This design comes from an exercise in tuning for small area and a short achievable clock period on the open sky130 flow, not from production work.
Function was checked by simulation only, so behaviour that the tests miss may differ from the original.
No activity file was given, so power comes from the tool's default toggle rates.

--- flow/design.v ---
package conv_ctrl_pkg;
        localparam int num_channels = 3;
        localparam int num_lanes = 8;
        localparam int num_taps = 25;    
        localparam int channel_w = 2;
        localparam int tap_w = 5;
        localparam int lane_w = 3;
        localparam logic drain_idle = 1'b0;
        localparam logic drain_busy = 1'b1;
endpackage
package conv_types_pkg;
        localparam int sample_w = 12;
        localparam int weight_w = 8;
        localparam int acc_w = 25;      
        localparam int chsum_w = 27;    
        localparam int result_w = 12;
        localparam int scale_shift = 8;
        localparam int result_max = 2047;
        localparam int result_min = -2048;
endpackage
`timescale 1ns/1ps
import conv_types_pkg::*;
import conv_ctrl_pkg::*;
module weight_bank (
        input  logic clk,
        input  logic rst,
        input  logic weight_we,
        input  logic [channel_w-1:0] weight_channel,
        input  logic [tap_w-1:0] weight_tap,
        input  logic [weight_w-1:0] weight_data,
        input  logic [num_taps-1:0] tap,         
        input  logic valid_in,
        output logic [2*num_channels*4-1:0] b_one,
        output logic [2*num_channels*4-1:0] b_two,
        output logic [2*num_channels*4-1:0] b_nz,
        output logic [2*num_channels*4-1:0] b_neg,
        output logic [2*num_channels*4-1:0] b_sx    
);
        logic [weight_w-1:0] weight_regs [num_channels*num_taps];
        logic [weight_w-1:0] wdata;
        logic rst_q;
        logic we_q;
        logic [channel_w-1:0] wch_q;
        logic [tap_w-1:0] wtap_q;
        logic [weight_w-1:0] wd_q;
        always_ff @(posedge clk) begin
                rst_q <= rst;
                we_q <= weight_we && weight_channel < num_channels && weight_tap < num_taps;
                wch_q <= weight_channel;
                wtap_q <= weight_tap;
                wd_q <= weight_data;
        end
        assign wdata = rst_q ? '0 : wd_q;
        always_ff @(posedge clk) begin
                for (int c = 0; c < num_channels; c++)
                        for (int t = 0; t < num_taps; t++)
                                if (rst_q || (we_q && wch_q == c && wtap_q == t))
                                        weight_regs[c*num_taps + t] <= wdata;
        end
        logic wr_hit;
        always_comb begin
                wr_hit = 1'b0;
                for (int t = 0; t < num_taps; t++)
                        if (wtap_q == t)
                                wr_hit = tap[t];
        end
        always_ff @(posedge clk) begin
                logic [weight_w-1:0] w;
                logic [2:0] g;
                logic one, two, nz, neg, sx;
                for (int c = 0; c < num_channels; c++) begin
                        if (rst_q)
                                w = '0;
                        else if (we_q && wch_q == c && wr_hit)
                                w = wd_q;
                        else begin
                                w = '0;
                                for (int t = 0; t < num_taps; t++)
                                        w = w | (tap[t] ? weight_regs[c*num_taps + t] : '0);
                        end
                        for (int j = 0; j < 4; j++) begin
                                g = {w[2*j+1], w[2*j], (j == 0) ? 1'b0 : w[2*j-1]};
                                one = valid_in && (g[1] ^ g[0]);
                                two = valid_in && ((g == 3'b100) || (g == 3'b011));
                                nz = valid_in && (g != 3'b000) && (g != 3'b111);
                                neg = valid_in && g[2] && (g != 3'b111);
                                sx = valid_in && !(g[2] && (g != 3'b111));
                                {b_one[c*4+j], b_one[12+c*4+j]} <= {one, !one};
                                {b_two[c*4+j], b_two[12+c*4+j]} <= {two, !two};
                                {b_nz[c*4+j], b_nz[12+c*4+j]} <= {nz, !nz};
                                {b_neg[c*4+j], b_neg[12+c*4+j]} <= {neg, !neg};
                                {b_sx[c*4+j], b_sx[12+c*4+j]} <= {sx, !sx};
                        end
                end
        end
endmodule
`timescale 1ns/1ps
import conv_types_pkg::*;
import conv_ctrl_pkg::*;
module tap_sequencer (
        input  logic clk,
        input  logic rst,
        input  logic valid_in,
        input  logic [num_channels*num_lanes*sample_w-1:0] in_samples,
        output logic [num_taps-1:0] tap,         
        output logic bus_en,             
        output logic bus_first,          
        output logic bus_last,           
        output logic [num_channels*num_lanes*sample_w-1:0] bus_samples
);
        logic tap_is_last;
        assign tap_is_last = tap[num_taps-1];
        always_ff @(posedge clk) begin
                if (rst) begin
                        tap <= num_taps'(1);
                        bus_en <= 1'b0;
                end else begin
                        bus_en <= valid_in;
                        if (valid_in)
                                tap <= {tap[num_taps-2:0], tap[num_taps-1]};
                end
        end
        always_ff @(posedge clk) begin
                bus_first <= tap[0];
                bus_last <= tap_is_last;
                bus_samples <= in_samples;
        end
endmodule
`timescale 1ns/1ps
import conv_types_pkg::*;
import conv_ctrl_pkg::*;
module fa3 (input logic a, input logic b, input logic c, output logic s, output logic co);
	assign s = a ^ b ^ c;
	assign co = (a & b) | (a & c) | (b & c);
endmodule
module ha2 (input logic a, input logic b, output logic s, output logic co);
	assign s = a ^ b;
	assign co = a & b;
endmodule
module lane_tree (
	input  logic [12:0] r0_0,
	input  logic [12:0] r0_1,
	input  logic [12:0] r0_2,
	input  logic [12:0] r0_3,
	input  logic [12:0] r1_0,
	input  logic [12:0] r1_1,
	input  logic [12:0] r1_2,
	input  logic [12:0] r1_3,
	input  logic [12:0] r2_0,
	input  logic [12:0] r2_1,
	input  logic [12:0] r2_2,
	input  logic [12:0] r2_3,
	input  logic [7:0] nsum,
	output logic [20:0] o0,
	output logic [20:0] o1,
	output logic [20:0] o2
);
	logic s0, k0;
	logic s1, k1;
	logic s2, k2;
	logic s3, k3;
	logic s4, k4;
	logic s5, k5;
	logic s6, k6;
	logic s7, k7;
	logic s8, k8;
	logic s9, k9;
	logic s10, k10;
	logic s11, k11;
	logic s12, k12;
	logic s13, k13;
	logic s14, k14;
	logic s15, k15;
	logic s16, k16;
	logic s17, k17;
	logic s18, k18;
	logic s19, k19;
	logic s20, k20;
	logic s21, k21;
	logic s22, k22;
	logic s23, k23;
	logic s24, k24;
	logic s25, k25;
	logic s26, k26;
	logic s27, k27;
	logic s28, k28;
	logic s29, k29;
	logic s30, k30;
	logic s31, k31;
	logic s32, k32;
	logic s33, k33;
	logic s34, k34;
	logic s35, k35;
	logic s36, k36;
	logic s37, k37;
	logic s38, k38;
	logic s39, k39;
	logic s40, k40;
	logic s41, k41;
	logic s42, k42;
	logic s43, k43;
	logic s44, k44;
	logic s45, k45;
	logic s46, k46;
	logic s47, k47;
	logic s48, k48;
	logic s49, k49;
	logic s50, k50;
	logic s51, k51;
	logic s52, k52;
	logic s53, k53;
	logic s54, k54;
	logic s55, k55;
	logic s56, k56;
	logic s57, k57;
	logic s58, k58;
	logic s59, k59;
	logic s60, k60;
	logic s61, k61;
	logic s62, k62;
	logic s63, k63;
	logic s64, k64;
	logic s65, k65;
	logic s66, k66;
	logic s67, k67;
	logic s68, k68;
	logic s69, k69;
	logic s70, k70;
	logic s71, k71;
	logic s72, k72;
	logic s73, k73;
	logic s74, k74;
	logic s75, k75;
	logic s76, k76;
	logic s77, k77;
	logic s78, k78;
	logic s79, k79;
	logic s80, k80;
	logic s81, k81;
	logic s82, k82;
	logic s83, k83;
	logic s84, k84;
	logic s85, k85;
	logic s86, k86;
	logic s87, k87;
	logic s88, k88;
	logic s89, k89;
	logic s90, k90;
	logic s91, k91;
	logic s92, k92;
	logic s93, k93;
	logic s94, k94;
	logic s95, k95;
	logic s96, k96;
	logic s97, k97;
	logic s98, k98;
	logic s99, k99;
	logic s100, k100;
	logic s101, k101;
	logic s102, k102;
	logic s103, k103;
	logic s104, k104;
	logic s105, k105;
	logic s106, k106;
	logic s107, k107;
	logic s108, k108;
	logic s109, k109;
	logic s110, k110;
	logic s111, k111;
	logic s112, k112;
	logic s113, k113;
	logic s114, k114;
	logic s115, k115;
	logic s116, k116;
	logic s117, k117;
	ha2 u_0 (.a(nsum[0]), .b(r0_0[0]), .s(s0), .co(k0));
	fa3 u_1 (.a(nsum[1]), .b(r0_0[1]), .c(r1_0[1]), .s(s1), .co(k1));
	fa3 u_2 (.a(nsum[2]), .b(r0_0[2]), .c(r0_1[0]), .s(s2), .co(k2));
	fa3 u_3 (.a(r1_0[2]), .b(r1_1[0]), .c(r2_0[2]), .s(s3), .co(k3));
	ha2 u_4 (.a(r2_1[0]), .b(k1), .s(s4), .co(k4));
	fa3 u_5 (.a(nsum[3]), .b(r0_0[3]), .c(r0_1[1]), .s(s5), .co(k5));
	fa3 u_6 (.a(r1_0[3]), .b(r1_1[1]), .c(r2_0[3]), .s(s6), .co(k6));
	fa3 u_7 (.a(r2_1[1]), .b(k2), .c(k3), .s(s7), .co(k7));
	ha2 u_8 (.a(s5), .b(s6), .s(s8), .co(k8));
	fa3 u_9 (.a(nsum[4]), .b(r0_0[4]), .c(r0_1[2]), .s(s9), .co(k9));
	fa3 u_10 (.a(r0_2[0]), .b(r1_0[4]), .c(r1_1[2]), .s(s10), .co(k10));
	fa3 u_11 (.a(r1_2[0]), .b(r2_0[4]), .c(r2_1[2]), .s(s11), .co(k11));
	fa3 u_12 (.a(r2_2[0]), .b(k5), .c(k6), .s(s12), .co(k12));
	fa3 u_13 (.a(s9), .b(s10), .c(s11), .s(s13), .co(k13));
	ha2 u_14 (.a(k7), .b(k8), .s(s14), .co(k14));
	fa3 u_15 (.a(nsum[5]), .b(r0_0[5]), .c(r0_1[3]), .s(s15), .co(k15));
	fa3 u_16 (.a(r0_2[1]), .b(r1_0[5]), .c(r1_1[3]), .s(s16), .co(k16));
	fa3 u_17 (.a(r1_2[1]), .b(r2_0[5]), .c(r2_1[3]), .s(s17), .co(k17));
	fa3 u_18 (.a(r2_2[1]), .b(k9), .c(k10), .s(s18), .co(k18));
	fa3 u_19 (.a(k11), .b(s15), .c(s16), .s(s19), .co(k19));
	fa3 u_20 (.a(s17), .b(k12), .c(k13), .s(s20), .co(k20));
	ha2 u_21 (.a(s18), .b(s19), .s(s21), .co(k21));
	fa3 u_22 (.a(nsum[6]), .b(r0_0[6]), .c(r0_1[4]), .s(s22), .co(k22));
	fa3 u_23 (.a(r0_2[2]), .b(r0_3[0]), .c(r1_0[6]), .s(s23), .co(k23));
	fa3 u_24 (.a(r1_1[4]), .b(r1_2[2]), .c(r1_3[0]), .s(s24), .co(k24));
	fa3 u_25 (.a(r2_0[6]), .b(r2_1[4]), .c(r2_2[2]), .s(s25), .co(k25));
	fa3 u_26 (.a(r2_3[0]), .b(k15), .c(k16), .s(s26), .co(k26));
	fa3 u_27 (.a(k17), .b(s22), .c(s23), .s(s27), .co(k27));
	fa3 u_28 (.a(s24), .b(s25), .c(k18), .s(s28), .co(k28));
	fa3 u_29 (.a(k19), .b(s26), .c(s27), .s(s29), .co(k29));
	ha2 u_30 (.a(k20), .b(s28), .s(s30), .co(k30));
	fa3 u_31 (.a(nsum[7]), .b(r0_0[7]), .c(r0_1[5]), .s(s31), .co(k31));
	fa3 u_32 (.a(r0_2[3]), .b(r0_3[1]), .c(r1_0[7]), .s(s32), .co(k32));
	fa3 u_33 (.a(r1_1[5]), .b(r1_2[3]), .c(r1_3[1]), .s(s33), .co(k33));
	fa3 u_34 (.a(r2_0[7]), .b(r2_1[5]), .c(r2_2[3]), .s(s34), .co(k34));
	fa3 u_35 (.a(r2_3[1]), .b(k22), .c(k23), .s(s35), .co(k35));
	fa3 u_36 (.a(k24), .b(k25), .c(s31), .s(s36), .co(k36));
	fa3 u_37 (.a(s32), .b(s33), .c(s34), .s(s37), .co(k37));
	fa3 u_38 (.a(k26), .b(k27), .c(s35), .s(s38), .co(k38));
	fa3 u_39 (.a(s36), .b(s37), .c(k28), .s(s39), .co(k39));
	ha2 u_40 (.a(k29), .b(s38), .s(s40), .co(k40));
	fa3 u_41 (.a(r0_0[8]), .b(r0_1[6]), .c(r0_2[4]), .s(s41), .co(k41));
	fa3 u_42 (.a(r0_3[2]), .b(r1_0[8]), .c(r1_1[6]), .s(s42), .co(k42));
	fa3 u_43 (.a(r1_2[4]), .b(r1_3[2]), .c(r2_0[8]), .s(s43), .co(k43));
	fa3 u_44 (.a(r2_1[6]), .b(r2_2[4]), .c(r2_3[2]), .s(s44), .co(k44));
	fa3 u_45 (.a(k31), .b(k32), .c(k33), .s(s45), .co(k45));
	fa3 u_46 (.a(k34), .b(s41), .c(s42), .s(s46), .co(k46));
	fa3 u_47 (.a(s43), .b(s44), .c(k35), .s(s47), .co(k47));
	fa3 u_48 (.a(k36), .b(k37), .c(s45), .s(s48), .co(k48));
	fa3 u_49 (.a(s46), .b(k38), .c(s47), .s(s49), .co(k49));
	ha2 u_50 (.a(s48), .b(k39), .s(s50), .co(k50));
	fa3 u_51 (.a(r0_0[9]), .b(r0_1[7]), .c(r0_2[5]), .s(s51), .co(k51));
	fa3 u_52 (.a(r0_3[3]), .b(r1_0[9]), .c(r1_1[7]), .s(s52), .co(k52));
	fa3 u_53 (.a(r1_2[5]), .b(r1_3[3]), .c(r2_0[9]), .s(s53), .co(k53));
	fa3 u_54 (.a(r2_1[7]), .b(r2_2[5]), .c(r2_3[3]), .s(s54), .co(k54));
	fa3 u_55 (.a(k41), .b(k42), .c(k43), .s(s55), .co(k55));
	fa3 u_56 (.a(k44), .b(s51), .c(s52), .s(s56), .co(k56));
	fa3 u_57 (.a(s53), .b(s54), .c(k45), .s(s57), .co(k57));
	fa3 u_58 (.a(k46), .b(s55), .c(s56), .s(s58), .co(k58));
	fa3 u_59 (.a(k47), .b(k48), .c(s57), .s(s59), .co(k59));
	ha2 u_60 (.a(s58), .b(k49), .s(s60), .co(k60));
	fa3 u_61 (.a(r0_0[10]), .b(r0_1[8]), .c(r0_2[6]), .s(s61), .co(k61));
	fa3 u_62 (.a(r0_3[4]), .b(r1_0[10]), .c(r1_1[8]), .s(s62), .co(k62));
	fa3 u_63 (.a(r1_2[6]), .b(r1_3[4]), .c(r2_0[10]), .s(s63), .co(k63));
	fa3 u_64 (.a(r2_1[8]), .b(r2_2[6]), .c(r2_3[4]), .s(s64), .co(k64));
	fa3 u_65 (.a(k51), .b(k52), .c(k53), .s(s65), .co(k65));
	fa3 u_66 (.a(k54), .b(s61), .c(s62), .s(s66), .co(k66));
	fa3 u_67 (.a(s63), .b(s64), .c(k55), .s(s67), .co(k67));
	fa3 u_68 (.a(k56), .b(s65), .c(s66), .s(s68), .co(k68));
	fa3 u_69 (.a(k57), .b(s67), .c(k58), .s(s69), .co(k69));
	ha2 u_70 (.a(s68), .b(k59), .s(s70), .co(k70));
	fa3 u_71 (.a(r0_0[11]), .b(r0_1[9]), .c(r0_2[7]), .s(s71), .co(k71));
	fa3 u_72 (.a(r0_3[5]), .b(r1_0[11]), .c(r1_1[9]), .s(s72), .co(k72));
	fa3 u_73 (.a(r1_2[7]), .b(r1_3[5]), .c(r2_0[11]), .s(s73), .co(k73));
	fa3 u_74 (.a(r2_1[9]), .b(r2_2[7]), .c(r2_3[5]), .s(s74), .co(k74));
	fa3 u_75 (.a(k61), .b(k62), .c(k63), .s(s75), .co(k75));
	fa3 u_76 (.a(k64), .b(s71), .c(s72), .s(s76), .co(k76));
	fa3 u_77 (.a(s73), .b(s74), .c(k65), .s(s77), .co(k77));
	fa3 u_78 (.a(k66), .b(s75), .c(s76), .s(s78), .co(k78));
	fa3 u_79 (.a(k67), .b(s77), .c(k68), .s(s79), .co(k79));
	ha2 u_80 (.a(s78), .b(k69), .s(s80), .co(k80));
	fa3 u_81 (.a(r0_0[12]), .b(r0_1[10]), .c(r0_2[8]), .s(s81), .co(k81));
	fa3 u_82 (.a(r0_3[6]), .b(r1_0[12]), .c(r1_1[10]), .s(s82), .co(k82));
	fa3 u_83 (.a(r1_2[8]), .b(r1_3[6]), .c(r2_0[12]), .s(s83), .co(k83));
	fa3 u_84 (.a(r2_1[10]), .b(r2_2[8]), .c(r2_3[6]), .s(s84), .co(k84));
	fa3 u_85 (.a(k71), .b(k72), .c(k73), .s(s85), .co(k85));
	fa3 u_86 (.a(k74), .b(s81), .c(s82), .s(s86), .co(k86));
	fa3 u_87 (.a(s83), .b(s84), .c(k75), .s(s87), .co(k87));
	fa3 u_88 (.a(k76), .b(s85), .c(s86), .s(s88), .co(k88));
	fa3 u_89 (.a(k77), .b(s87), .c(k78), .s(s89), .co(k89));
	ha2 u_90 (.a(s88), .b(k79), .s(s90), .co(k90));
	fa3 u_91 (.a(r0_1[11]), .b(r0_2[9]), .c(r0_3[7]), .s(s91), .co(k91));
	fa3 u_92 (.a(r1_1[11]), .b(r1_2[9]), .c(r1_3[7]), .s(s92), .co(k92));
	fa3 u_93 (.a(r2_1[11]), .b(r2_2[9]), .c(r2_3[7]), .s(s93), .co(k93));
	fa3 u_94 (.a(k81), .b(k82), .c(k83), .s(s94), .co(k94));
	fa3 u_95 (.a(k84), .b(s91), .c(s92), .s(s95), .co(k95));
	fa3 u_96 (.a(s93), .b(k85), .c(k86), .s(s96), .co(k96));
	fa3 u_97 (.a(s94), .b(s95), .c(k87), .s(s97), .co(k97));
	fa3 u_98 (.a(k88), .b(s96), .c(s97), .s(s98), .co(k98));
	fa3 u_99 (.a(r0_1[12]), .b(r0_2[10]), .c(r0_3[8]), .s(s99), .co(k99));
	fa3 u_100 (.a(r1_1[12]), .b(r1_2[10]), .c(r1_3[8]), .s(s100), .co(k100));
	fa3 u_101 (.a(r2_1[12]), .b(r2_2[10]), .c(r2_3[8]), .s(s101), .co(k101));
	fa3 u_102 (.a(k91), .b(k92), .c(k93), .s(s102), .co(k102));
	fa3 u_103 (.a(s99), .b(s100), .c(s101), .s(s103), .co(k103));
	fa3 u_104 (.a(k94), .b(k95), .c(s102), .s(s104), .co(k104));
	fa3 u_105 (.a(s103), .b(k96), .c(s104), .s(s105), .co(k105));
	fa3 u_106 (.a(r0_2[11]), .b(r0_3[9]), .c(r1_2[11]), .s(s106), .co(k106));
	fa3 u_107 (.a(r1_3[9]), .b(r2_2[11]), .c(r2_3[9]), .s(s107), .co(k107));
	fa3 u_108 (.a(k99), .b(k100), .c(k101), .s(s108), .co(k108));
	fa3 u_109 (.a(s106), .b(s107), .c(k102), .s(s109), .co(k109));
	fa3 u_110 (.a(k103), .b(s108), .c(k104), .s(s110), .co(k110));
	fa3 u_111 (.a(r0_2[12]), .b(r0_3[10]), .c(r1_2[12]), .s(s111), .co(k111));
	fa3 u_112 (.a(r1_3[10]), .b(r2_2[12]), .c(r2_3[10]), .s(s112), .co(k112));
	fa3 u_113 (.a(k106), .b(k107), .c(s111), .s(s113), .co(k113));
	fa3 u_114 (.a(s112), .b(k108), .c(s113), .s(s114), .co(k114));
	fa3 u_115 (.a(r0_3[11]), .b(r1_3[11]), .c(r2_3[11]), .s(s115), .co(k115));
	fa3 u_116 (.a(k111), .b(k112), .c(s115), .s(s116), .co(k116));
	fa3 u_117 (.a(r0_3[12]), .b(r1_3[12]), .c(r2_3[12]), .s(s117), .co(k117));
	assign o0[0] = r1_0[0];
	assign o1[0] = r2_0[0];
	assign o2[0] = s0;
	assign o0[1] = r2_0[1];
	assign o1[1] = k0;
	assign o2[1] = s1;
	assign o0[2] = s2;
	assign o1[2] = s3;
	assign o2[2] = s4;
	assign o0[3] = k4;
	assign o1[3] = s7;
	assign o2[3] = s8;
	assign o0[4] = s12;
	assign o1[4] = s13;
	assign o2[4] = s14;
	assign o0[5] = k14;
	assign o1[5] = s20;
	assign o2[5] = s21;
	assign o0[6] = k21;
	assign o1[6] = s29;
	assign o2[6] = s30;
	assign o0[7] = k30;
	assign o1[7] = s39;
	assign o2[7] = s40;
	assign o0[8] = k40;
	assign o1[8] = s49;
	assign o2[8] = s50;
	assign o0[9] = s59;
	assign o1[9] = k50;
	assign o2[9] = s60;
	assign o0[10] = s69;
	assign o1[10] = k60;
	assign o2[10] = s70;
	assign o0[11] = s79;
	assign o1[11] = k70;
	assign o2[11] = s80;
	assign o0[12] = s89;
	assign o1[12] = k80;
	assign o2[12] = s90;
	assign o0[13] = k89;
	assign o1[13] = k90;
	assign o2[13] = s98;
	assign o0[14] = k97;
	assign o1[14] = s105;
	assign o2[14] = k98;
	assign o0[15] = s109;
	assign o1[15] = k105;
	assign o2[15] = s110;
	assign o0[16] = k109;
	assign o1[16] = s114;
	assign o2[16] = k110;
	assign o0[17] = k113;
	assign o1[17] = s116;
	assign o2[17] = k114;
	assign o0[18] = k115;
	assign o1[18] = s117;
	assign o2[18] = k116;
	assign o0[19] = k117;
	assign o1[19] = '0;
	assign o2[19] = '0;
	assign o0[20] = '0;
	assign o1[20] = '0;
	assign o2[20] = '0;
endmodule
module acc_tree (
	input  logic [25:0] a,
	input  logic [2:0] kc,
	input  logic [20:0] q0,
	input  logic [20:0] q1,
	input  logic [20:0] q2,
	output logic [25:0] o0,
	output logic [25:0] o1
);
	logic s0, k0;
	logic s1, k1;
	logic s2, k2;
	logic s3, k3;
	logic s4, k4;
	logic s5, k5;
	logic s6, k6;
	logic s7, k7;
	logic s8, k8;
	logic s9, k9;
	logic s10, k10;
	logic s11, k11;
	logic s12, k12;
	logic s13, k13;
	logic s14, k14;
	logic s15, k15;
	logic s16, k16;
	logic s17, k17;
	logic s18, k18;
	logic s19, k19;
	logic s20, k20;
	logic s21, k21;
	logic s22, k22;
	logic s23, k23;
	logic s24, k24;
	logic s25, k25;
	logic s26, k26;
	logic s27, k27;
	logic s28, k28;
	logic s29, k29;
	logic s30, k30;
	logic s31, k31;
	logic s32, k32;
	logic s33, k33;
	logic s34, k34;
	logic s35, k35;
	logic s36, k36;
	logic s37, k37;
	logic s38, k38;
	logic s39, k39;
	logic s40, k40;
	logic s41, k41;
	logic s42, k42;
	logic s43, k43;
	logic s44, k44;
	logic s45, k45;
	logic s46, k46;
	logic s47, k47;
	logic s48, k48;
	logic s49, k49;
	logic s50, k50;
	logic s51, k51;
	logic s52, k52;
	logic s53, k53;
	logic s54, k54;
	logic s55, k55;
	logic s56, k56;
	logic s57, k57;
	fa3 u_0 (.a(q0[0]), .b(q1[0]), .c(q2[0]), .s(s0), .co(k0));
	fa3 u_1 (.a(q0[1]), .b(q1[1]), .c(q2[1]), .s(s1), .co(k1));
	ha2 u_2 (.a(a[1]), .b(k0), .s(s2), .co(k2));
	fa3 u_3 (.a(q0[2]), .b(q1[2]), .c(q2[2]), .s(s3), .co(k3));
	fa3 u_4 (.a(a[2]), .b(k1), .c(s3), .s(s4), .co(k4));
	fa3 u_5 (.a(q0[3]), .b(q1[3]), .c(q2[3]), .s(s5), .co(k5));
	fa3 u_6 (.a(a[3]), .b(k3), .c(s5), .s(s6), .co(k6));
	fa3 u_7 (.a(q0[4]), .b(q1[4]), .c(q2[4]), .s(s7), .co(k7));
	fa3 u_8 (.a(a[4]), .b(k5), .c(s7), .s(s8), .co(k8));
	fa3 u_9 (.a(q0[5]), .b(q1[5]), .c(q2[5]), .s(s9), .co(k9));
	fa3 u_10 (.a(a[5]), .b(k7), .c(s9), .s(s10), .co(k10));
	fa3 u_11 (.a(q0[6]), .b(q1[6]), .c(q2[6]), .s(s11), .co(k11));
	fa3 u_12 (.a(a[6]), .b(k9), .c(s11), .s(s12), .co(k12));
	fa3 u_13 (.a(q0[7]), .b(q1[7]), .c(q2[7]), .s(s13), .co(k13));
	fa3 u_14 (.a(a[7]), .b(kc[0]), .c(k11), .s(s14), .co(k14));
	ha2 u_15 (.a(s13), .b(k12), .s(s15), .co(k15));
	fa3 u_16 (.a(q0[8]), .b(q1[8]), .c(q2[8]), .s(s16), .co(k16));
	fa3 u_17 (.a(a[8]), .b(k13), .c(s16), .s(s17), .co(k17));
	ha2 u_18 (.a(k14), .b(s17), .s(s18), .co(k18));
	fa3 u_19 (.a(q0[9]), .b(q1[9]), .c(q2[9]), .s(s19), .co(k19));
	fa3 u_20 (.a(a[9]), .b(k16), .c(s19), .s(s20), .co(k20));
	ha2 u_21 (.a(k17), .b(s20), .s(s21), .co(k21));
	fa3 u_22 (.a(q0[10]), .b(q1[10]), .c(q2[10]), .s(s22), .co(k22));
	fa3 u_23 (.a(a[10]), .b(k19), .c(s22), .s(s23), .co(k23));
	ha2 u_24 (.a(k20), .b(s23), .s(s24), .co(k24));
	fa3 u_25 (.a(q0[11]), .b(q1[11]), .c(q2[11]), .s(s25), .co(k25));
	fa3 u_26 (.a(a[11]), .b(k22), .c(s25), .s(s26), .co(k26));
	ha2 u_27 (.a(k23), .b(s26), .s(s27), .co(k27));
	fa3 u_28 (.a(q0[12]), .b(q1[12]), .c(q2[12]), .s(s28), .co(k28));
	fa3 u_29 (.a(a[12]), .b(k25), .c(s28), .s(s29), .co(k29));
	ha2 u_30 (.a(k26), .b(s29), .s(s30), .co(k30));
	fa3 u_31 (.a(q0[13]), .b(q1[13]), .c(q2[13]), .s(s31), .co(k31));
	fa3 u_32 (.a(a[13]), .b(k28), .c(s31), .s(s32), .co(k32));
	ha2 u_33 (.a(k29), .b(s32), .s(s33), .co(k33));
	fa3 u_34 (.a(q0[14]), .b(q1[14]), .c(q2[14]), .s(s34), .co(k34));
	fa3 u_35 (.a(a[14]), .b(kc[1]), .c(k31), .s(s35), .co(k35));
	fa3 u_36 (.a(s34), .b(k32), .c(s35), .s(s36), .co(k36));
	fa3 u_37 (.a(q0[15]), .b(q1[15]), .c(q2[15]), .s(s37), .co(k37));
	fa3 u_38 (.a(a[15]), .b(k34), .c(s37), .s(s38), .co(k38));
	ha2 u_39 (.a(k35), .b(s38), .s(s39), .co(k39));
	fa3 u_40 (.a(q0[16]), .b(q1[16]), .c(q2[16]), .s(s40), .co(k40));
	fa3 u_41 (.a(a[16]), .b(k37), .c(s40), .s(s41), .co(k41));
	ha2 u_42 (.a(k38), .b(s41), .s(s42), .co(k42));
	fa3 u_43 (.a(q0[17]), .b(q1[17]), .c(q2[17]), .s(s43), .co(k43));
	fa3 u_44 (.a(a[17]), .b(k40), .c(s43), .s(s44), .co(k44));
	ha2 u_45 (.a(k41), .b(s44), .s(s45), .co(k45));
	fa3 u_46 (.a(q0[18]), .b(q1[18]), .c(q2[18]), .s(s46), .co(k46));
	fa3 u_47 (.a(a[18]), .b(k43), .c(s46), .s(s47), .co(k47));
	ha2 u_48 (.a(k44), .b(s47), .s(s48), .co(k48));
	fa3 u_49 (.a(q0[19]), .b(q1[19]), .c(q2[19]), .s(s49), .co(k49));
	fa3 u_50 (.a(a[19]), .b(k46), .c(s49), .s(s50), .co(k50));
	ha2 u_51 (.a(k47), .b(s50), .s(s51), .co(k51));
	fa3 u_52 (.a(q0[20]), .b(q1[20]), .c(q2[20]), .s(s52), .co(k52));
	fa3 u_53 (.a(a[20]), .b(k49), .c(s52), .s(s53), .co(k53));
	ha2 u_54 (.a(k50), .b(s53), .s(s54), .co(k54));
	fa3 u_55 (.a(a[21]), .b(kc[2]), .c(k52), .s(s55), .co(k55));
	ha2 u_56 (.a(k53), .b(s55), .s(s56), .co(k56));
	ha2 u_57 (.a(a[22]), .b(k55), .s(s57), .co(k57));
	assign o0[0] = a[0];
	assign o1[0] = s0;
	assign o0[1] = s1;
	assign o1[1] = s2;
	assign o0[2] = k2;
	assign o1[2] = s4;
	assign o0[3] = k4;
	assign o1[3] = s6;
	assign o0[4] = k6;
	assign o1[4] = s8;
	assign o0[5] = k8;
	assign o1[5] = s10;
	assign o0[6] = k10;
	assign o1[6] = s12;
	assign o0[7] = s14;
	assign o1[7] = s15;
	assign o0[8] = k15;
	assign o1[8] = s18;
	assign o0[9] = k18;
	assign o1[9] = s21;
	assign o0[10] = k21;
	assign o1[10] = s24;
	assign o0[11] = k24;
	assign o1[11] = s27;
	assign o0[12] = k27;
	assign o1[12] = s30;
	assign o0[13] = k30;
	assign o1[13] = s33;
	assign o0[14] = k33;
	assign o1[14] = s36;
	assign o0[15] = k36;
	assign o1[15] = s39;
	assign o0[16] = k39;
	assign o1[16] = s42;
	assign o0[17] = k42;
	assign o1[17] = s45;
	assign o0[18] = k45;
	assign o1[18] = s48;
	assign o0[19] = k48;
	assign o1[19] = s51;
	assign o0[20] = k51;
	assign o1[20] = s54;
	assign o0[21] = k54;
	assign o1[21] = s56;
	assign o0[22] = k56;
	assign o1[22] = s57;
	assign o0[23] = a[23];
	assign o1[23] = k57;
	assign o0[24] = a[24];
	assign o1[24] = '0;
	assign o0[25] = a[25];
	assign o1[25] = '0;
endmodule
module mac_array (
        input  logic clk,
        input  logic rst,
        input  logic bus_en,
        input  logic bus_first,
        input  logic bus_last,
        input  logic [num_channels*num_lanes*sample_w-1:0] bus_samples,
        input  logic [2*num_channels*4-1:0] b_one,
        input  logic [2*num_channels*4-1:0] b_two,
        input  logic [2*num_channels*4-1:0] b_nz,
        input  logic [2*num_channels*4-1:0] b_neg,
        input  logic [2*num_channels*4-1:0] b_sx,
        output logic [num_lanes*26-1:0] sums,
        output logic sums_valid
);
        localparam int sum_w = 26;       
        localparam logic [sum_w-1:0] row_const = 26'h2719000;
        logic st2_en, st2_first, st2_last;
        logic [7:0] b_nsum;
        always_comb begin
                b_nsum = '0;
                for (int c = 0; c < num_channels; c++)
                        for (int j = 0; j < 4; j++)
                                b_nsum = b_nsum + (b_neg[c*4+j] ? (8'd1 << (2*j)) : 8'd0);
        end
        always_ff @(posedge clk) begin
                if (rst) begin
                        st2_en <= 1'b0;
                        sums_valid <= 1'b0;
                end else begin
                        st2_en <= bus_en;
                        sums_valid <= st2_en & st2_last;
                end
        end
        always_ff @(posedge clk) begin
                st2_first <= bus_en & bus_first;
                st2_last <= bus_last;
        end
        for (genvar l = 0; l < num_lanes; l++) begin : g_lane
                logic [12:0] r [num_channels][4];
                logic [20:0] p0, p1, p2;
                logic [20:0] p0_q, p1_q, p2_q;
                logic [sum_w-1:0] acc, acc_in, t0, t1;
                logic [2:0] kc, kc_in;
                logic [7:0] blk0, blk1, blk2;
                logic [4:0] blk3;
                for (genvar c = 0; c < num_channels; c++) begin : g_ch
                        logic [sample_w-1:0] x;
                        assign x = bus_samples[(c*num_lanes+l)*sample_w +: sample_w];
                        for (genvar j = 0; j < 4; j++) begin : g_dig
                                logic one, two, nz, neg, sx;
                                assign one = (l < 4) ? b_one[c*4+j] : !b_one[12+c*4+j];
                                assign two = (l < 4) ? b_two[c*4+j] : !b_two[12+c*4+j];
                                assign nz = (l < 4) ? b_nz[c*4+j] : !b_nz[12+c*4+j];
                                assign neg = (l < 4) ? b_neg[c*4+j] : !b_neg[12+c*4+j];
                                assign sx = (l < 4) ? b_sx[c*4+j] : !b_sx[12+c*4+j];
                                assign r[c][j][0] = (one & x[0]) ^ neg;
                                for (genvar i = 1; i < sample_w; i++) begin : g_bit
                                        assign r[c][j][i] = ((one & x[i]) | (two & x[i-1])) ^ neg;
                                end
                                assign r[c][j][12] = (nz & x[11]) ^ sx;
                        end
                end
                lane_tree u_tree (
                        .r0_0(r[0][0]), .r0_1(r[0][1]), .r0_2(r[0][2]), .r0_3(r[0][3]),
                        .r1_0(r[1][0]), .r1_1(r[1][1]), .r1_2(r[1][2]), .r1_3(r[1][3]),
                        .r2_0(r[2][0]), .r2_1(r[2][1]), .r2_2(r[2][2]), .r2_3(r[2][3]),
                        .nsum(b_nsum), .o0(p0), .o1(p1), .o2(p2)
                );
                always_ff @(posedge clk) begin
                        p0_q <= p0;
                        p1_q <= p1;
                        p2_q <= p2;
                end
                assign acc_in = st2_first ? row_const : acc;
                assign kc_in = st2_first ? 3'b000 : kc;
                acc_tree u_acc (
                        .a(acc_in), .kc(kc_in), .q0(p0_q), .q1(p1_q), .q2(p2_q),
                        .o0(t0), .o1(t1)
                );
                assign blk0 = {1'b0, t0[6:0]} + {1'b0, t1[6:0]};
                assign blk1 = {1'b0, t0[13:7]} + {1'b0, t1[13:7]};
                assign blk2 = {1'b0, t0[20:14]} + {1'b0, t1[20:14]};
                assign blk3 = t0[25:21] + t1[25:21];
                always_ff @(posedge clk) begin
                        acc <= {blk3, blk2[6:0], blk1[6:0], blk0[6:0]};
                        kc <= {blk2[7], blk1[7], blk0[7]};
                end
                assign sums[l*sum_w +: sum_w] = acc + {kc[2], 6'b0, kc[1], 6'b0, kc[0], 7'b0};
        end
endmodule
`timescale 1ns/1ps
import conv_types_pkg::*;
import conv_ctrl_pkg::*;
module result_drain (
        input  logic clk,
        input  logic rst,
        input  logic [num_lanes*26-1:0] sums,
        input  logic sums_valid,
        output logic valid_out,
        output logic [result_w-1:0] conv_out
);
        localparam int sum_w = 26;
        logic state;
        logic [lane_w-1:0] lane_cnt;             
        logic [num_lanes*result_w-1:0] lane_results;
        logic [num_lanes*result_w-1:0] out_buf;
        always_comb begin
                logic [sum_w-1:0] s;
                for (int l = 0; l < num_lanes; l++) begin
                        s = sums[l*sum_w +: sum_w];
                        if (s[sum_w-1:19] == '0 || s[sum_w-1:19] == '1)
                                lane_results[l*result_w +: result_w] = s[19:8];
                        else if (s[sum_w-1])
                                lane_results[l*result_w +: result_w] = result_w'(result_min);
                        else
                                lane_results[l*result_w +: result_w] = result_w'(result_max);
                end
        end
        always_ff @(posedge clk) begin
                if (rst) begin
                        state <= drain_idle;
                        lane_cnt <= '0;
                end else begin
                        case (state)
                                drain_idle: begin
                                        if (sums_valid) begin
                                                state <= drain_busy;
                                                lane_cnt <= '0;
                                        end
                                end
                                drain_busy: begin
                                        if (lane_cnt == lane_w'(num_lanes - 1))
                                                state <= drain_idle;
                                        lane_cnt <= lane_cnt + lane_w'(1);
                                end
                                default: state <= drain_idle;
                        endcase
                end
        end
        always_ff @(posedge clk) begin
                if (sums_valid)
                        out_buf <= lane_results;
                else
                        out_buf <= {result_w'(0), out_buf[num_lanes*result_w-1:result_w]};
        end
        assign conv_out = out_buf[result_w-1:0];
        assign valid_out = (state == drain_busy);
endmodule
`timescale 1ns/1ps
module conv_layer_top (
        input  logic clk,
        input  logic rst,
        input  logic weight_we,
        input  logic [1:0] weight_channel,
        input  logic [4:0] weight_tap,
        input  logic [7:0] weight_data,
        input  logic valid_in,
        input  logic [287:0] in_samples,
        output logic valid_out,
        output logic [11:0] conv_out
);
        logic [24:0] tap;
        logic [23:0] b_one, b_two, b_nz, b_neg, b_sx;
        logic [207:0] sums;
        logic sums_valid;
        logic bus_en;
        logic bus_first;
        logic bus_last;
        logic [287:0] bus_samples;
        weight_bank weight_bank0 (
                .clk            (clk),
                .rst            (rst),
                .weight_we      (weight_we),
                .weight_channel (weight_channel),
                .weight_tap     (weight_tap),
                .weight_data    (weight_data),
                .tap            (tap),
                .valid_in       (valid_in),
                .b_one          (b_one),
                .b_two          (b_two),
                .b_nz           (b_nz),
                .b_neg          (b_neg),
                .b_sx           (b_sx)
        );
        tap_sequencer tap_sequencer0 (
                .clk         (clk),
                .rst         (rst),
                .valid_in    (valid_in),
                .in_samples  (in_samples),
                .tap         (tap),
                .bus_en      (bus_en),
                .bus_first   (bus_first),
                .bus_last    (bus_last),
                .bus_samples (bus_samples)
        );
        mac_array mac_array0 (
                .clk         (clk),
                .rst         (rst),
                .bus_en      (bus_en),
                .bus_first   (bus_first),
                .bus_last    (bus_last),
                .bus_samples (bus_samples),
                .b_one       (b_one),
                .b_two       (b_two),
                .b_nz        (b_nz),
                .b_neg       (b_neg),
                .b_sx        (b_sx),
                .sums        (sums),
                .sums_valid  (sums_valid)
        );
        result_drain result_drain0 (
                .clk        (clk),
                .rst        (rst),
                .sums       (sums),
                .sums_valid (sums_valid),
                .valid_out  (valid_out),
                .conv_out   (conv_out)
        );
endmodule
--- flow/standard.sh ---
#!/bin/bash
# synth_recipe.tcl (not shown) runs the flow's synth.tcl, then flattens the netlist and writes it again
# the make line also repeats each setting of config.mk as NAME=value (left out here)
make -C /OpenROAD-flow-scripts/flow DESIGN_CONFIG=/design/flow/config.mk WORK_HOME=/design/flow/orfs CLKGATE_MAP_FILE= SYNTH_SCRIPT=/design/flow/synth_recipe.tcl "${@:-finish}"
--- flow/flow/run.sh ---
#!/bin/bash
# The standard layout, with one step added after the standard synthesis:
# flow/polarity.py removes inverters between full adders by flipping full
# adders to their dual (a full adder is self-dual), and the layout then runs
# on that netlist. Registers and all other cells are left as synthesis made them.
# The ports are buffered as in the standard flow, with the smallest buffer.
set -euo pipefail
bash standard.sh synth > synth.log 2>&1
R=orfs/results/${FLOW_PLATFORM}/conv_layer_top/base
cp $R/1_2_yosys.v $R/1_2_yosys_std.v
python3 flow/polarity.py $R/1_2_yosys_std.v $R/1_2_yosys.v > polarity.log 2>&1
rm -f $R/1_synth.odb
bash standard.sh "BUFFER_PORTS_ARGS=-buffer_cell sky130_fd_sc_hd__buf_1" finish > layout.log 2>&1
--- flow/constraint.sdc ---
create_clock -name core_clock -period 8.0 [get_ports {clk}]
set_input_delay 1.6000 -clock core_clock [delete_from_list [all_inputs] [get_ports {clk}]]
set_output_delay 1.6000 -clock core_clock [all_outputs]
set_load 0.01 [all_outputs]
--- flow/flow/polarity.py ---
#!/usr/bin/env python3
"""Remove inverters between full adders in a Yosys netlist of sky130hd cells.

A full adder is self-dual: FA(~a, ~b, ~c) = (~sum, ~cout). Each fa cell may be
flipped (its inputs take the complement of what they took, and its outputs then
carry the complement of what they carried). The script picks flips by local
search so that the fewest inverters are needed, then removes every inv cell and
puts back one inverter per signal whose complement some pin needs.

usage: polarity.py IN.v OUT.v
"""
import re
import sys
from collections import defaultdict

src = open(sys.argv[1]).read()

m = re.search(r"\bmodule\s+(\w+)\s*\((.*?)\);", src, re.S)
body_start = m.end()
end = src.rindex("endmodule")

# Cell instances: TYPE NAME ( .PIN(NET), ... );  possibly preceded by (* ... *) attributes
inst_re = re.compile(r"(?:\(\*[^*]*\*\)\s*)*(sky130_fd_sc_hd__\w+)\s+(\S+)\s*\((.*?)\);", re.S)
pin_re = re.compile(r"\.(\w+)\(\s*(.*?)\s*\)\s*(?:,|$)", re.S)

cells = []
spans = []
for im in inst_re.finditer(src, body_start, end):
    typ, name, pins = im.group(1), im.group(2), im.group(3)
    pm = {p: n for p, n in pin_re.findall(pins)}
    cells.append((typ, name, pm))
    spans.append((im.start(), im.end()))

# Declarations of ports
outputs = set()
for dm in re.finditer(r"\boutput\s+(?:\[(\d+):(\d+)\]\s*)?(\w+)\s*;", src):
    if dm.group(1):
        hi, lo = int(dm.group(1)), int(dm.group(2))
        for i in range(min(hi, lo), max(hi, lo) + 1):
            outputs.add(f"{dm.group(3)}[{i}]")
    else:
        outputs.add(dm.group(3))

OUT_PINS = {"X", "Y", "Q", "Q_N", "SUM", "COUT", "HI", "LO"}


def is_inv(t):
    return re.fullmatch(r"sky130_fd_sc_hd__inv_\d+", t) is not None


def is_fa(t):
    return re.fullmatch(r"sky130_fd_sc_hd__fa_\d+", t) is not None


inv_of = {}      # inverter output net -> input net
driver = {}      # net -> cell index (non-inverter)
for i, (t, n, pm) in enumerate(cells):
    if is_inv(t):
        inv_of[pm["Y"]] = pm["A"]
    else:
        for p, net in pm.items():
            if p in OUT_PINS:
                driver[net] = i

# Inverters that drive output ports are kept as they are (rare)
keep_inv = set()
for i, (t, n, pm) in enumerate(cells):
    if is_inv(t) and pm["Y"] in outputs:
        keep_inv.add(i)


def literal(net):
    par = 0
    while net in inv_of:
        net = inv_of[net]
        par ^= 1
    return net, par


# Consumers: (cell index, pin, base, parity)
uses = defaultdict(list)   # base -> list of (cell, pin, par)
for i, (t, n, pm) in enumerate(cells):
    if is_inv(t) and i not in keep_inv:
        continue
    for p, net in pm.items():
        if p in OUT_PINS:
            continue
        if not net or net.startswith("1'") or net.startswith("'"):
            continue
        b, par = literal(net)
        uses[b].append((i, p, par))

fa_idx = [i for i, (t, n, pm) in enumerate(cells)
          if is_fa(t) and not any(net in outputs for p, net in pm.items() if p in OUT_PINS)]
flip = defaultdict(int)


def phys(b):
    d = driver.get(b)
    return flip[d] if d is not None and is_fa(cells[d][0]) else 0


def need(u):
    i, p, par = u
    return par ^ (flip[i] if is_fa(cells[i][0]) else 0)


def cost(b):
    ph = phys(b)
    return 1 if any(need(u) != ph for u in uses[b]) else 0


# Signals touching each fa
touch = defaultdict(set)
for i in fa_idx:
    pm = cells[i][2]
    for p, net in pm.items():
        if p in OUT_PINS:
            touch[i].add(net)
        else:
            touch[i].add(literal(net)[0])

before = sum(cost(b) for b in uses)
for it in range(20):
    changed = 0
    for i in fa_idx:
        c0 = sum(cost(b) for b in touch[i])
        flip[i] ^= 1
        c1 = sum(cost(b) for b in touch[i])
        if c1 < c0:
            changed += 1
        else:
            flip[i] ^= 1
    if not changed:
        break
after = sum(cost(b) for b in uses)
print(f"inverted signals needed: {before} -> {after}; flipped {sum(flip[i] for i in fa_idx)} of {len(fa_idx)} fa", file=sys.stderr)

# Rewrite
new_inv = {}
extra = []
k = 0


def comp_net(b):
    global k
    if b not in new_inv:
        nn = f"_pinv{k}_"
        k += 1
        new_inv[b] = nn
        a = b + " " if b.startswith("\\") else b
        extra.append(f"  wire {nn};\n  sky130_fd_sc_hd__inv_1 _pinvc{k}_ (\n    .A({a}),\n    .Y({nn})\n  );\n")
    return new_inv[b]


new_pins = {}
for b, us in uses.items():
    ph = phys(b)
    for (i, p, par) in us:
        net = b if need((i, p, par)) == ph else comp_net(b)
        new_pins[(i, p)] = net

out = [src[:body_start]]
pos = body_start
for i, ((t, n, pm), (s, e)) in enumerate(zip(cells, spans)):
    out.append(src[pos:s])
    pos = e
    if is_inv(t) and i not in keep_inv:
        continue
    parts = []
    for p, net in pm.items():
        nn = new_pins.get((i, p), net)
        if nn.startswith("\\"):
            nn += " "
        parts.append(f"    .{p}({nn})")
    out.append(f"{t} {n} (\n" + ",\n".join(parts) + "\n  );")
out.append(src[pos:end])
out.append("".join(extra))
out.append(src[end:])
open(sys.argv[2], "w").write("".join(out))
--- flow/config.mk ---
export PLATFORM = sky130hd
export DESIGN_NAME = conv_layer_top
export DESIGN_NICKNAME = conv_layer_top
export VERILOG_FILES = /design/flow/design.v
export SDC_FILE = /design/flow/constraint.sdc
export NUM_CORES = 4
export LEC_CHECK = 0
export ABC_CLOCK_PERIOD_IN_PS = 4500
export CAP_MARGIN = 40
export CORE_MARGIN = 2
export CORE_UTILIZATION = 40
export CTS_BUF_LIST = sky130_fd_sc_hd__clkbuf_16
export CTS_CLUSTER_DIAMETER = 100
export CTS_CLUSTER_SIZE = 20
export SETUP_SLACK_MARGIN = 4.6
export SLEW_MARGIN = 40
==> summary.md, run 1 <==
| Metric | Value |
|---|---|
| Status | complete, no violations |
| Worst skew pair latency | 0.85 ns |
| Die height | 535 µm |
| CTS tree | yes |
| First-pass GRT wire length | 565000 µm |
| Final wirelength | 423000 µm |
| CP required | 8.66 ns |
| Cell mode on critical path | fa_1 |
| Max_cap viols | 0 |
| Worst Setup Path Type | flop to flop |
| Final number of hold-violating endpoints | 0 |
| Clk network pwr share | 12.6% |
| Final min period | 3.43 ns |
| Critical path peak fanout | 24 |
| Initial antenna violation count | 31 |
| Crit-path slowest cell | fa_1 |
| # IOs | 320 |
| Core ar. | 280000 µm² |
| Max clock buf depth | 3 |
| Starting Density | 40.3% |
| Syn Inst Count | 9854 |
| CTS buffer count | 113 |
| GRT overflow | 0 |
| DRT iter0 DRCs | 11400 |
| Layout area overhead | 12.2% |
| Slew HR | 35.9% |
| Layout Nets | 11900 |
| DR vias | 81500 |
| Sequential Power Share | 28.8% |
| Die Wd | 535 µm |
| Routability cong. | 0.945 |
| Final setup fails | 0 |
| Clock slew at reported path FFs | 0.09 ns |
| Leakage power | 0.0488 µW |
| Tcrit/Tclk final | 42.9% |
| Pre-antenna DRT Iters | 11 |
| Layout Skew | 0.0913 ns |
| Highest clock rate | 291 MHz |
| Cell Rows | 194 |
| CP top delay family | adder cells |
| Worst reg-to-reg setup slack | 4.57 ns |
| Min-delay worst type | flop to flop |
| Combinational power share | 58.6% |
| Syn avg cell area | 11.4 µm² |
| Max VDD drop | 0.000331 V |
| # clock sinks | 1853 |
| Pwr/cell area | 388 nW/µm² |
| Unrepaired setup endpoints after global routing | true |
| Cell Chain, Critical Path | buf_12 > o22ai_1 > xor2_1 > fa_1 > fa_1 > fa_1 > inv_1 > fa_1 > fa_1 |
| Final hold slack | 0.376 ns |
| Sw Ratio | 42.3% |
| Hold-fix buffers, CTS | 0 |
| Slew Limit Fails | 0 |
| P_sw | 20800 µW |
| Vias in the first global route | 81500 |
| DR vias/cell | 5.92 |
| Depth of the CTS H-tree | 3 |
| Max incr delay on CP | 0.47 ns |
| Layout cells sized above 1 | 10.6% |
| Antenna Nets Post-Route | 0 |
| Crit end category | flop |
| Int Power | 28300 µW |
| Synth Net Count | 11800 |
| Drt wl/cell | 30.7 µm |
| Filler instances | 25500 |
| Startpoint types | flop |
| Total track usage | 26.8% |
| Drt drc | 0 |
| Setup_tns | 0 ns |
| Buffers on Ports | 319 |
| CP Buf/Inv Count | 2 |
| Slew @ Worst Pin | 0.961 ns |
| Die footprint | 286000 µm² |
| WP data arrival | 4.10 ns |
| Hpwl dp | 271000 µm |
| Ys Warns | 21 |
| Synthesized cell area | 113000 µm² |
| Pin count of the biggest net entering global routing | 76 |
| Clock tree root buffer cell | clkbuf_16 |
==> layer usage <==
| metal | up-vias | track usage [%] | wire length (µm) | part of all wire (%) |
|---|---|---|---|---|
| li1 | 33800 | - | - | - |
| met1 | 40800 | 35.3 | 160000 | 38 |
| met3 | 1387 | 6.98 | 54900 | 13 |
| met4 | 30 | 14.7 | 29100 | 6.9 |
| met2 | 5476 | 40.3 | 178000 | 42 |
| met5 | - | 0 | 254 | 0.060 |
==> power by group through the flow <==
stage / logic [µW] / clock network, µW / registers (µW)
finish: 28800 / 6190 / 14100
global route: 32200 / 6600 / 14300
CTS: 27500 / 6280 / 14000
detailed placement: 27000 / 0 / 14300
global placement: 26100 / 0 / 14200
floorplan: 20300 / 0 / 13400
==> layout by cell type (no fill, tap or decap), types with 169 or more instances in the layout <==
| cell | n |
|---|---|
| clkbuf_16 | 174 |
| nor2b_1 | 169 |
| buf_4 | 197 |
| o22ai_1 | 520 |
| xnor2_1 | 698 |
| edfxtp_1 | 600 |
| fa_1 | 1136 |
| buf_1 | 317 |
| xor2_1 | 782 |
| nand2_1 | 306 |
| a22oi_1 | 681 |
| ha_1 | 448 |
| nor2_1 | 280 |
| inv_1 | 761 |
| dfxtp_1 | 1101 |
==> per-stage QoR <==
stage                     utilization (%)  cell area [µm²]  setup WS [ns]  total power, µW  std cells
after floorplan                         -           113000           4.55            33600       9854
after global placement               41.7           117000           3.35            40300      13300
after detailed placement             41.8           117000           3.41            41200      13300
after CTS                            43.8           123000           4.59            47800      13500
after global routing                 45.2           126000           4.51            53100      13700
final                                45.2           126000           4.57            49100      13800
==> worst reg2reg max path, stage by stage (launching register included) <==
cell	delay, ns
dfxtp_4	0.39
buf_12	0.17
o22ai_1	0.37
xor2_1	0.16
fa_1	0.47
fa_1	0.44
fa_1	0.37
inv_1	0.08
fa_1	0.42
fa_1	0.45
==> timing repair <==
| item | in CTS | in global routing |
|---|---|---|
| endpoints found under the hold margin | 0 | 0 |
| pin swaps | 13 | 33 |
| gates cloned | 13 | 61 |
| buffers inserted | 62 | 131 |
| resized for setup | 309 | 300 |
| setup endpoints to repair | 392 | 130 |
==> final cells by class <==
type                    instances  area (µm²)  share of cell area [%]
multi-input cells            6459       64600                    51.1
repair buffers                728        7200                    5.70
diodes                         20        50.0                  0.0396
inverters                     783        3080                    2.43
clock buffers                 114        2850                    2.26
flip-flops and latches       1853       43400                    34.3
clock inverters                74         593                   0.469
well taps                    3724        4660                    3.68
==> registers in the layout (all words and copies together) (netlist names), 25 cells and up <==
signal                      flops
mac_array0.g_lane.acc         208
mac_array0.g_lane.p0_q        160
tap_sequencer0.tap             25
result_drain0.out_buf          96
mac_array0.g_lane.p1_q        152
weight_bank0.weight_regs      600
mac_array0.g_lane.p2_q        152
tap_sequencer0.bus_samples    288
==> worst paths after layout <==
path,startpoint,end,cells past startpoint
worst min register to register,tap_sequencer0.bus_last,mac_array0.st2_last,0
worst min-delay path,tap_sequencer0.bus_last,mac_array0.st2_last,0
worst max register to register,weight_bank0.b_one[15],mac_array0.g_lane[5].p2_q[13],9
worst max-delay path,weight_bank0.b_one[15],mac_array0.g_lane[5].p2_q[13],9
==> inputs of run 2 (changes only) <==
--- a/flow/config.mk
+++ b/flow/config.mk
@@ -6,5 +6,5 @@
 export NUM_CORES = 4
 export LEC_CHECK = 0
-export ABC_CLOCK_PERIOD_IN_PS = 4500
+export ABC_CLOCK_PERIOD_IN_PS = 3600
 export CAP_MARGIN = 40
 export CORE_MARGIN = 2
@@ -13,4 +13,4 @@
 export CTS_CLUSTER_DIAMETER = 100
 export CTS_CLUSTER_SIZE = 20
-export SETUP_SLACK_MARGIN = 4.6
+export SETUP_SLACK_MARGIN = 4.4
 export SLEW_MARGIN = 40
==> run 2 against run 1 <==
  * Global-route usage is 0.43 points lower
  * Clock-buffer cell count is 4 lower
  * Die area is the same
  * Largest power group unchanged
  * Critical path type unchanged
  * Combinational power shrank 6%
==> summary.md, run 2 <==
| Metric | Value |
|---|---|
| Syn avg cell area | 11.4 µm² (unchanged) |
| Slew @ Worst Pin | 0.868 ns (was 0.961 ns) |
| Slew Limit Fails | 0 (unchanged) |
| DR vias | 78500 (was 81500) |
| Unrepaired setup endpoints after global routing | false (was true) |
| Sequential Power Share | 29.9% (was 28.8%) |
| Cell Rows | 194 (unchanged) |
| Core ar. | 280000 µm² (unchanged) |
| Hold-fix buffers, CTS | 0 (unchanged) |
| Antenna Nets Post-Route | 0 (unchanged) |
| Most frequent cells in the layout | 1171 x fa_1, 1159 x dfxtp_1, 801 x inv_1 (was 1136 x fa_1, 1101 x dfxtp_1, 782 x xor2_1) |
| Slew HR | 41.9% (was 35.9%) |
| Depth of the CTS H-tree | 3 (unchanged) |
| Clk network pwr share | 12.7% (was 12.6%) |
| Tcrit/Tclk final | 44.8% (was 42.9%) |
| Filler instances | 26000 (was 25500) |
| Layout area overhead | 7.90% (was 12.2%) |
| P_sw | 19700 µW (was 20800 µW) |
| WP data arrival | 4.27 ns (was 4.10 ns) |
| Max_cap viols | 0 (unchanged) |
| Hpwl dp | 272000 µm (was 271000 µm) |
| CTS buffer count | 110 (was 113) |
| Final wirelength | 388000 µm (was 423000 µm) |
| Setup_tns | 0 ns (unchanged) |
| Layout Nets | 11700 (was 11900) |
| Final min period | 3.59 ns (was 3.43 ns) |
| Clock tree root buffer cell | clkbuf_16 (unchanged) |
| Layout Skew | 0.0370 ns (was 0.0913 ns) |
| Combinational power share | 57.4% (was 58.6%) |
| Die Wd | 535 µm (unchanged) |
| Total track usage | 26.4% (was 26.8%) |
| Vias in the first global route | 80100 (was 81500) |
| Largest registers | weight_bank0.weight_regs (600), tap_sequencer0.bus_samples (288), mac_array0.g_lane.acc (208) (unchanged) |
| Area occupied by multi-input gates | 64000 µm² (was 64600 µm²) |
| Ys Warns | 21 (unchanged) |
| Leakage power | 0.0469 µW (was 0.0488 µW) |
| GRT overflow | 0 (unchanged) |
| Synthesized cell area | 113000 µm² (unchanged) |
| Drt drc | 0 (unchanged) |
| Pre-antenna DRT Iters | 7 (was 11) |
| Max VDD drop | 0.000281 V (was 0.000331 V) |
| Clock slew at reported path FFs | 0.09 ns (about the same) |
| Post-Layout Inst Area | 122000 µm² (was 126000 µm²) |
| Reg area | 43300 µm² (was 43400 µm²) |
| # clock sinks | 1853 (unchanged) |
| CP required | 8.68 ns (was 8.66 ns) |
| Critical path peak fanout | 19 (was 24) |
| DR vias/cell | 5.81 (was 5.92) |
| Synth Net Count | 11800 (unchanged) |
| Status | complete, no violations (unchanged) |
| Min-delay worst type | flop to flop (unchanged) |
| Final number of hold-violating endpoints | 0 (unchanged) |
| Worst Setup Path Type | flop to flop (unchanged) |
| Pwr/cell area | 387 nW/µm² (was 388 nW/µm²) |
| Final setup fails | 0 (unchanged) |
| First-pass GRT wire length | 557000 µm (was 565000 µm) |
| Routability cong. | 0.957 (was 0.945) |
| CTS tree | yes (unchanged) |
| Crit end category | flop (unchanged) |
| Layout cells sized above 1 | 6.24% (was 10.6%) |
| Most common cell after layout, fill and taps aside | fa_1 (unchanged) |
| Buffers on Ports | 319 (unchanged) |
| Syn Inst Count | 9854 (unchanged) |
| Max clock buf depth | 3 (unchanged) |
| Worst skew pair latency | 0.80 ns (was 0.85 ns) |
| Initial antenna violation count | 23 (was 31) |
| Post-placement cell area | 117000 µm² (about the same) |
| # IOs | 320 (unchanged) |
| Startpoint types | flop (unchanged) |
| Die height | 535 µm (unchanged) |
| Largest register FFs | 600 (unchanged) |
| Pin count of the biggest net entering global routing | 152 (was 76) |
| Total power draw | 47100 µW (was 49100 µW) |
| Sw Ratio | 41.9% (was 42.3%) |
| DRT iter0 DRCs | 9591 (was 11400) |
| Most flops, register | weight_bank0.weight_regs (unchanged) |
| Die footprint | 286000 µm² (unchanged) |
| Drt wl/cell | 28.7 µm (was 30.7 µm) |
| Int Power | 27400 µW (was 28300 µW) |
| Starting Density | 40.3% (unchanged) |
| Highest clock rate | 279 MHz (was 291 MHz) |
## run 2: power groups by stage
stage,Clock (µW),Combinational (µW),Sequential [µW]
floorplan,0,20300,13400
global placement,0,25800,14200
detailed placement,0,26700,14300
CTS,6100,27000,14100
global route,6420,30800,14300
finish,5980,27100,14100
## run 2: critical path, stage by stage, from the launching register on
cell and delay [ns]:
dfxtp_1 0.49, buf_4 0.36, a22oi_1 0.29, nand4_1 0.27
or3_1 0.54, a21oi_2 0.34, nor3_4 0.10, ha_1 0.26
nand2b_1 0.19, nor4_4 0.37, buf_4 0.20, nor2_1 0.04
## run 2: per-stage QoR
| step | utilization [%] | hold slack (ns) | worst slack [ns] | instances |
|---|---|---|---|---|
| 2_1_floorplan | - | 0.310 | 4.42 | 9854 |
| 3_3_place_gp | 41.7 | 0.320 | 2.80 | 13300 |
| 3_5_place_dp | 41.8 | 0.315 | 3.14 | 13300 |
| 4_1_cts | 43.2 | 0.336 | 4.40 | 13500 |
| 5_1_grt | 43.5 | 0.339 | 4.40 | 13500 |
| 6_report | 43.5 | 0.336 | 4.41 | 13500 |
## run 2: cell type report
type                       count  share of cell area [%]
clock inverter                69                   0.413
inverter                     783                    2.44
timing repair buffer         504                    2.84
antenna                        9                  0.0185
tap                         3724                    3.83
clock buffer                 110                    2.26
multi-input combinational   6459                    52.6
sequential                  1853                    35.6
## run 2: layer usage
layer,wire length (µm),share of wire [%],track usage [%]
met1,154000,40,34.8
met2,169000,43,40.0
met3,42300,11,6.65
met4,23500,6.1,13.8
met5,74,0.019,0
## run 2: worst paths after layout
check        slack [ns]                    start  cells past startpoint                     to
max                4.41   tap_sequencer0.tap[23]                     11  weight_bank0.b_nz[14]
min                0.34  tap_sequencer0.bus_last                      0    mac_array0.st2_last
max reg2reg        4.41   tap_sequencer0.tap[23]                     11  weight_bank0.b_nz[14]
min reg2reg        0.34  tap_sequencer0.bus_last                      0    mac_array0.st2_last
## run 2: what timing repair did
| item | in CTS | in global routing |
|---|---|---|
| resized for setup | 136 | 110 |
| buffers inserted | 19 | 19 |
| hold endpoints to repair | 0 | 0 |
| cloned | 1 | 5 |
| endpoints found under the setup margin | 347 | 131 |
| pin swaps | 5 | 5 |

[port drivers added, routing unchanged]
No port has a modelled driver above. Below, the same layouts with a new extraction and two added sets of constraints.
Step 1: set_driving_cell puts a clkbuf_16 on clk and a buf_2 on each other input, an assumption about the parent block.
Step 2 times the ports against the registers' clock, not the clock port: input delays grow and output delays shrink by t, the midpoint of the rising clock arrivals with the driver on.
Slacks: no drivers / after step 1 / after step 2; pairs: no drivers / after step 1.
| run | t (ns) | setup slack, ns | hold WS [ns] | slew at the worst register clock pin (ns) | worst data-port slew with drivers (ns) |
|---|---|---|---|---|---|
| run 1 | 0.906 | 4.566 / 4.566 / 3.890 | 0.376 / 0.376 / 0.376 | 0.10 / 0.10 | 0.17 |
| run 2 | 0.875 | 4.413 / 4.413 / 4.413 | 0.336 / 0.336 / 0.336 | 0.10 / 0.10 | 0.16 |
After both steps setup and hold are still met in every run listed. For run 1, which loses most, drivers alone change the setup slack by 0.000 ns; drivers and shift together by -0.676 ns.
